This is an optimization exercise on Yosys and OpenROAD, whose aim is small area, a short achievable clock period and few clock cycles per item, not a production implementation. Function was checked by simulation only, so behaviour that the tests miss may differ from the original. Power is estimated from default activity; no workload was simulated.

===== design/flow/design.v =====
`default_nettype none
module mmn_store #(
  parameter int ADDR_W = 6
) (
  input  wire logic                 clk,
  input  wire logic                 wr_en,
  input  wire logic [ADDR_W:0]      wr_addr,
  input  wire logic signed [31:0]   wr_data,
  input  wire logic [ADDR_W:0]      rd_addr,
  output logic signed [31:0]        rd_data
);
  logic signed [31:0] mem [0:2**(ADDR_W+1)-1];
  always_ff @(posedge clk) begin
    if (wr_en) begin
      mem[wr_addr] <= wr_data;
    end
  end
  always_ff @(posedge clk) begin
    rd_data <= mem[rd_addr];
  end
endmodule
`default_nettype wire
`default_nettype none
module mmn_job_fifo (
  input  wire logic        clk,
  input  wire logic        rst,
  input  wire logic        wr_en,
  input  wire logic [71:0] wr_job,
  output logic             job_full,
  input  wire logic        rd_en,
  output logic [71:0]      rd_job,
  output logic             job_empty
);
  localparam int JOB_DEPTH = 2;
  logic [71:0] slots [0:JOB_DEPTH-1];
  logic        wr_ptr;
  logic        rd_ptr;
  logic [1:0]  used;
  assign job_full  = (used == 2'(JOB_DEPTH));
  assign job_empty = (used == 2'd0);
  assign rd_job    = slots[rd_ptr];
  always_ff @(posedge clk) begin
    if (wr_en) begin
      slots[wr_ptr] <= wr_job;
    end
  end
  always_ff @(posedge clk) begin
    if (rst) begin
      wr_ptr <= 1'b0;
      rd_ptr <= 1'b0;
      used   <= 2'd0;
    end else begin
      if (wr_en) begin
        wr_ptr <= ~wr_ptr;
      end
      if (rd_en) begin
        rd_ptr <= ~rd_ptr;
      end
      if (wr_en && !rd_en) begin
        used <= used + 2'd1;
      end else if (rd_en && !wr_en) begin
        used <= used - 2'd1;
      end
    end
  end
endmodule
`default_nettype wire
`default_nettype none
module mmn_front #(
  parameter int MAX_ELEMENTS = 64,
  parameter int ADDR_W = 6
) (
  input  wire logic                clk,
  input  wire logic                rst,
  input  wire logic                push,
  input  wire logic [32:0]         item,       
  input  wire logic                job_full,
  output logic                     wr_en,
  output logic [ADDR_W:0]          wr_addr,
  output logic signed [31:0]       wr_data,
  output logic                     job_push,
  output logic [71:0]              job         
);
  localparam int CNT_W = 7;
  localparam int DATA_W = 32;
  localparam logic [CNT_W-1:0] MaxCount = CNT_W'(MAX_ELEMENTS);
  logic signed [DATA_W-1:0] item_sample;
  logic                     item_last;
  logic [CNT_W-1:0]         fill_count;
  logic signed [DATA_W-1:0] run_min;
  logic signed [DATA_W-1:0] run_max;
  logic                     bank;
  logic                     accept;
  logic                     has_room;
  logic                     first;
  logic signed [DATA_W-1:0] min_next;
  logic signed [DATA_W-1:0] max_next;
  logic [CNT_W-1:0]         count_next;
  assign item_sample = item[32:1];
  assign item_last   = item[0];
  assign accept   = push && !job_full;
  assign has_room = (fill_count < MaxCount);
  assign first    = (fill_count == '0);
  always_comb begin
    min_next   = run_min;
    max_next   = run_max;
    count_next = fill_count;
    if (has_room) begin
      count_next = fill_count + CNT_W'(1);
      if (first || item_sample < run_min) begin
        min_next = item_sample;
      end
      if (first || item_sample > run_max) begin
        max_next = item_sample;
      end
    end
  end
  assign wr_en   = accept && has_room;
  assign wr_addr = {bank, fill_count[ADDR_W-1:0]};
  assign wr_data = item_sample;
  assign job_push = accept && item_last;
  assign job      = {bank, count_next, min_next, DATA_W'(max_next - min_next)};
  always_ff @(posedge clk) begin
    if (rst) begin
      fill_count <= '0;
      run_min    <= '0;
      run_max    <= '0;
      bank       <= 1'b0;
    end else if (accept) begin
      if (item_last) begin
        fill_count <= '0;
        run_min    <= '0;
        run_max    <= '0;
        bank       <= ~bank;
      end else begin
        fill_count <= count_next;
        run_min    <= min_next;
        run_max    <= max_next;
      end
    end
  end
endmodule
`default_nettype wire
`default_nettype none
module mmn_back #(
  parameter int ADDR_W = 6
) (
  input  wire logic                 clk,
  input  wire logic                 rst,
  input  wire logic                 job_empty,
  input  wire logic [71:0]          job,       
  output logic                      job_pop,
  output logic [ADDR_W:0]           rd_addr,
  input  wire logic signed [31:0]   rd_data,
  output logic                      empty,
  input  wire logic                 pop,
  output logic [33:0]               result     
);
  localparam int CNT_W = 7;
  localparam int DATA_W = 32;
  localparam int QUO_W = 17;
  localparam int DIV_STEPS = QUO_W;
  localparam int STEP_W = 5;
  localparam logic [2:0] BK_IDLE  = 3'd0;
  localparam logic [2:0] BK_FETCH = 3'd1;
  localparam logic [2:0] BK_LOAD  = 3'd2;
  localparam logic [2:0] BK_DIV   = 3'd3;
  localparam logic [2:0] BK_PUT   = 3'd4;
  logic                     job_bank;
  logic [CNT_W-1:0]         job_count;
  logic signed [DATA_W-1:0] job_min_val;
  logic [DATA_W-1:0]        job_span;
  logic [2:0]        state;
  logic [2:0]        state_next;
  logic [CNT_W-1:0]  k;
  logic [DATA_W:0]   rem;
  logic [QUO_W-1:0]  quo;
  logic [STEP_W-1:0] step;
  logic              out_valid;
  logic [33:0]       hold;
  logic              passthru;
  logic [DATA_W-1:0] offset;
  logic [DATA_W:0]   trial;
  logic              fits;
  logic              div_done;
  logic              slot_free;
  logic              is_last;
  logic              put;
  assign job_bank    = job[71];
  assign job_count   = job[70:64];
  assign job_min_val = job[63:32];
  assign job_span    = job[31:0];
  assign passthru  = (job_span == '0);
  assign offset    = DATA_W'(rd_data - job_min_val);
  assign trial     = (step == '0) ? rem : {rem[DATA_W-1:0], 1'b0};
  assign fits      = (trial >= {1'b0, job_span});
  assign div_done  = (step == STEP_W'(DIV_STEPS - 1));
  assign slot_free = !out_valid || pop;
  assign is_last   = (k == job_count - CNT_W'(1));
  assign rd_addr   = {job_bank, k[ADDR_W-1:0]};
  always_comb begin
    state_next = state;
    case (state)
      BK_IDLE: begin
        if (!job_empty) begin
          state_next = BK_FETCH;
        end
      end
      BK_FETCH: state_next = BK_LOAD;
      BK_LOAD: begin
        state_next = passthru ? BK_PUT : BK_DIV;
      end
      BK_DIV: begin
        if (div_done) begin
          state_next = BK_PUT;
        end
      end
      BK_PUT: begin
        if (slot_free) begin
          state_next = is_last ? BK_IDLE : BK_FETCH;
        end
      end
      default: state_next = BK_IDLE;
    endcase
  end
  always_comb begin
    put     = (state == BK_PUT) && slot_free;
    job_pop = put && is_last;
  end
  always_ff @(posedge clk) begin
    if (rst) begin
      state     <= BK_IDLE;
      k         <= '0;
      out_valid <= 1'b0;
    end else begin
      state <= state_next;
      if (state == BK_IDLE) begin
        k <= '0;
      end else if (put) begin
        k <= k + CNT_W'(1);
      end
      if (put) begin
        out_valid <= 1'b1;
      end else if (pop) begin
        out_valid <= 1'b0;
      end
    end
  end
  always_ff @(posedge clk) begin
    case (state)
      BK_LOAD: begin
        rem  <= {1'b0, offset};
        quo  <= '0;
        step <= '0;
        if (passthru) begin
          quo <= '0;
        end
      end
      BK_DIV: begin
        rem  <= fits ? (trial - {1'b0, job_span}) : trial;
        quo  <= {quo[QUO_W-2:0], fits};
        step <= step + STEP_W'(1);
      end
      default: begin
      end
    endcase
    if (put) begin
      hold <= {(passthru ? rd_data : DATA_W'(quo)), passthru, is_last};
    end
  end
  assign empty  = !out_valid;
  assign result = hold;
endmodule
`default_nettype wire
`default_nettype none
module min_max_normalize_top #(
  parameter int MAX_ELEMENTS = 64
) (
  input  wire logic        clk,
  input  wire logic        rst,
  input  wire logic        push,
  output logic             full,
  input  wire logic [32:0] item,     
  output logic             empty,
  input  wire logic        pop,
  output logic [33:0]      result    
);
  localparam int ADDR_W = (MAX_ELEMENTS > 1) ? $clog2(MAX_ELEMENTS) : 1;
  logic               wr_en;
  logic [ADDR_W:0]    wr_addr;
  logic signed [31:0] wr_data;
  logic [ADDR_W:0]    rd_addr;
  logic signed [31:0] rd_data;
  logic               job_push;
  logic [71:0]        job_in;
  logic               job_full;
  logic               job_pop;
  logic [71:0]        job_head;
  logic               job_empty;
  assign full = job_full;
  mmn_front #(
    .MAX_ELEMENTS(MAX_ELEMENTS),
    .ADDR_W(ADDR_W)
  ) u_front (
    .clk(clk),
    .rst(rst),
    .push(push),
    .item(item),
    .job_full(job_full),
    .wr_en(wr_en),
    .wr_addr(wr_addr),
    .wr_data(wr_data),
    .job_push(job_push),
    .job(job_in)
  );
  mmn_store #(
    .ADDR_W(ADDR_W)
  ) u_store (
    .clk(clk),
    .wr_en(wr_en),
    .wr_addr(wr_addr),
    .wr_data(wr_data),
    .rd_addr(rd_addr),
    .rd_data(rd_data)
  );
  mmn_job_fifo u_jobs (
    .clk(clk),
    .rst(rst),
    .wr_en(job_push),
    .wr_job(job_in),
    .job_full(job_full),
    .rd_en(job_pop),
    .rd_job(job_head),
    .job_empty(job_empty)
  );
  mmn_back #(
    .ADDR_W(ADDR_W)
  ) u_back (
    .clk(clk),
    .rst(rst),
    .job_empty(job_empty),
    .job(job_head),
    .job_pop(job_pop),
    .rd_addr(rd_addr),
    .rd_data(rd_data),
    .empty(empty),
    .pop(pop),
    .result(result)
  );
endmodule
`default_nettype wire

===== design/flow/run.sh =====
#!/bin/bash
# synth_recipe.tcl (not shown) runs the flow's synth.tcl, then flattens the netlist and writes it again
# the make line also repeats each setting of config.mk as NAME=value (left out here)
make -C /OpenROAD-flow-scripts/flow DESIGN_CONFIG=/design/flow/config.mk WORK_HOME=/design/flow/orfs CLKGATE_MAP_FILE= SYNTH_SCRIPT=/design/flow/synth_recipe.tcl finish

===== design/flow/config.mk =====
export PLATFORM = sky130hd
export DESIGN_NAME = min_max_normalize_top
export DESIGN_NICKNAME = min_max_normalize_top
export VERILOG_FILES = /design/flow/design.v
export SDC_FILE = /design/flow/constraint.sdc
export NUM_CORES = 4
export LEC_CHECK = 0
export CAP_MARGIN = 20
export CORE_MARGIN = 2
export CORE_UTILIZATION = 45
export PLACE_DENSITY = 0.6
export SLEW_MARGIN = 20

===== design/flow/constraint.sdc =====
create_clock -name core_clock -period 8.0 [get_ports {clk}]
set_input_delay 1.6000 -clock core_clock [delete_from_list [all_inputs] [get_ports {clk}]]
set_output_delay 1.6000 -clock core_clock [all_outputs]
set_load 0.01 [all_outputs]

==> run summary <==
outcome=no timing/DRC/antenna violations; max cap viols=0; EDFF count, synth=between 4000 and 5000; #FFs+latches synth=4449; CTS tree=built; Core Area=0.389 mm²; DRT Wirelength=between 500000 and 600000 µm; Final setup violation count=0; ys async rst share=0; CTS resizes=0; DRC=0; Slew HR=0.187; post-synthesis cell area=0.176 mm²; first-pass GRT wire length=about 700000 µm; total die area=between 0.3 and 0.4 mm²; vias per cell=approximately 6.2; type of element capturing the critical path=flop; TritonCTS buffer count=450; Non-Filler Instances=around 14000; TNS Setup=0 ps; PD cells=around 240 mW/mm²; I/O pin count=73; post-synthesis simple-gate area fraction=0.0194; vias in the first global route=86300; post-CTS setup repair buffer count=0; f_max=about 0.15 GHz; fin area=about 0.2 mm²; Initial Utilization=0.452; HPWL Detailed=between 300000 and 400000 µm; R2R setup slack=1680 ps; critical path type=in -> reg; Post-DP Area=roughly 0.19 mm²; DRT iter0 DRCs=between 10000 and 15000; WL/cell=35.8 µm; hold-fix buffers at CTS=0; clock root buffer=clkbuf_16; Avg Cell Area, Syn=approximately 22 µm²; Layout area overhead=13.7%; ratio of cells with drive above 1 in the final layout=0.294; hold crit path type=reg -> reg; Clock transition at path regs=roughly 60 ps; largest net degree at the start of global routing=around 130; antenna viol nets, final=0; die height=630 µm; Compound-Gate Fraction of Synth Area=0.0186; Peak supply drop=slightly above 0.2 mV; PortBufs=between 70 and 80; sequential area share after synthesis=0.752; r2r endpoint=u_back.rem[27]; DR pass1 iterations=5; CP Launch Type=input pin; CP arrival=between 7000 and 8000 ps; Slew Viols, Final=0; Post-Syn Instances=8009; adder-cell share of the synthesized area=0.0117; hold path start=u_front.run_min[17]; Placer Congestion=roughly 0.94; commonest non-fill, non-tap cell in the layout=edfxtp_1; ys flop type=edfxtp_1; clk_skew=roughly 66 ps; Worst Hold End=u_front.run_min[17]; Ys Warns=4; Sinks on Clock Net=between 4000 and 5000; R2R depth=22; Syn Nets=between 8000 and 9000; mux share of post-synthesis cell area=0.182; worst r2r src=u_back.step[0]; final worst path period share=0.816; unique cell type count in the Yosys netlist=93; Slew @ Worst Pin=between 1000 and 1500 ps; initial antenna violation count=76; FP Rows=229; nets@finish=8653; Clk Latency, worst-skew pair=1000 ps; RSZ-0062 raised after global routing=no; LEAKAGE=60.7 nW; fin crit period=between 6000 and 7000 ps; peak fanout along the critical path=between 50 and 60; Die Wd=approximately 630 µm; total power=a little under 0.05 W; routed via count=between 80000 and 90000; leading cell types in the layout, fill and taps excluded=edfxtp_1, mux4_2, clkbuf_16; WHS Path Cells=2; largest family of logic cells by synthesized area=multiplexers; grt total ovfl=0; final core occ=0.515; H-tree Lvls=5; placed cells=around 13000; Req. time, crit path=slightly below 9000 ps; final hold violation count=0; all-layer global routing usage=0.252; xor and xnor area share after synthesis=0.00507; Clock Tree Buf Depth=4
## layer usage
layer,vias up,GRT usage,routed length (µm),share of wire
li1,34700,-,-,-
met1,47900,0.384,215000,0.43
met2,4346,0.382,230000,0.46
met3,617,0.0427,45300,0.090
met4,12,0.0583,12700,0.025
met5,-,0,80,0.00016
## cell type report
class | instances | area [µm²]
Fill cell | 30200 | 189000
Sequential cell | 4449 | 132000
Multi-Input combinational cell | 3024 | 42800
Clock buffer | 544 | 11700
Tap cell | 5197 | 6500
Timing Repair Buffer | 394 | 3480
Clock inverter | 291 | 2870
Inverter | 135 | 507
Antenna cell | 18 | 45.0
## synth_stat cells, drive strengths merged (5+ instances only)
master / instances / area share
a21oi: 136 / 0.0039
buf: 120 / 0.0026
nand4: 28 / 0.00099
nor4: 10 / 0.00044
o21ai: 124 / 0.0037
a21o: 28 / 0.0012
a211oi: 12 / 0.00054
ha: 160 / 0.011
a21boi: 7 / 0.00030
nand2b: 19 / 0.00067
xnor2: 61 / 0.0030
a221oi: 5 / 0.00032
o21bai: 11 / 0.00047
a31oi: 17 / 0.00069
nor2: 323 / 0.0069
dfxtp: 120 / 0.014
xor2: 41 / 0.0020
nand2: 171 / 0.0036
o21a: 16 / 0.00068
o211ai: 13 / 0.00058
clkbuf: 281 / 0.0060
inv: 135 / 0.0029
a22oi: 69 / 0.0029
and3: 53 / 0.0019
nor3: 33 / 0.0010
or3: 15 / 0.00056
mux2i: 92 / 0.0053
and4: 6 / 0.00030
nand3: 36 / 0.0011
mux4: 1341 / 0.17
or2: 6 / 0.00021
mux2: 85 / 0.0055
o31ai: 12 / 0.00065
edfxtp: 4329 / 0.74
nor2b: 22 / 0.00078
## cell families after synthesis
family                   after synthesis
multiplexers                        1518
buffers and inverters                536
flip-flops                          4449
XOR/XNOR                             102
AND/OR/NAND/NOR                      741
AO/OA/AOI/OAI                        499
adder cells (fa/ha/maj)              164
## through the flow
step           hold WS [ps]  setup slack, ps
2_1_floorplan           424             1580
3_3_place_gp            484              604
3_5_place_dp            498              521
4_1_cts                 516             1560
5_1_grt                 540              972
6_report                513             1470
## worst max-delay path by stage
stage | from | end | slack (ps) | depth (start not counted)
floorplan | item[27] | u_jobs.slots[0][30] | 1580 | 23
global placement | item[21] | u_jobs.slots[0][26] | 600 | 21
detailed placement | item[21] | u_jobs.slots[0][26] | 520 | 21
CTS | item[21] | u_jobs.slots[0][28] | 1560 | 21
global route | u_back.step[0] | u_back.rem[27] | 970 | 22
finish | item[21] | u_jobs.slots[0][26] | 1470 | 21
## flip-flops by register name, summed over array words and instances, names as in the netlist, 2 cells and up, named ones only
signal and flops:
u_back.state 3, u_back.rem 33, u_front.run_min 32, u_store.mem 4096, u_back.k 7, u_jobs.used 2
u_jobs.slots 144, u_store.rd_data 32, u_back.step 5, u_back.hold 34, u_back.quo 17, u_front.fill_count 7
u_front.run_max 32
## where the power goes
group | switching, W | internal, W | leakage, nW
logic | 0.00138 | 0.000563 | 13.7
clock network | 0.00903 | 0.0117 | 7.07
registers | 0.0000892 | 0.0257 | 39.9
## worst max-delay path, stage by stage
cell	delay [ps]
buf_4	170
buf_4	590
ha_1	360
nand4_1	120
nor3_1	80
a221oi_2	390
nand2_1	150
nor3b_1	630
o31ai_1	250
a221oi_2	420
nor2_1	110
ha_1	220
o221a_1	260
or3_4	400
a41o_4	280
o21ai_4	220
o21ai_4	110
a41oi_2	320
o21ba_2	260
o21ai_1	90
xor2_1	160
Testbench counts, summed over its fixed seeds: cycles 185,964, items 9,268.

## static timing again, ports no longer ideal
No port has a modelled driver above. Below, the same layout with a new extraction and two added sets of constraints. Step 1, drivers: a clkbuf_16 drives clk and a buf_2 each remaining input, both assumed. Step 2, shift: input delay + t, output delay - t, t = (earliest + latest rising clock arrival at the registers) / 2. This alone moves slack from input paths to output paths. Slacks: ideal / step 1 / step 2; pairs: ideal / step 1.
t, ns: 1.087
setup WS [ns]: 1.469 / 1.491 / 0.404
worst setup path after step 2: input to register
pins driven straight from the clock port: 1
After both steps setup and hold are still met in this run. For this run, drivers alone change the setup slack by +0.022 ns; drivers and shift together by -1.065 ns.
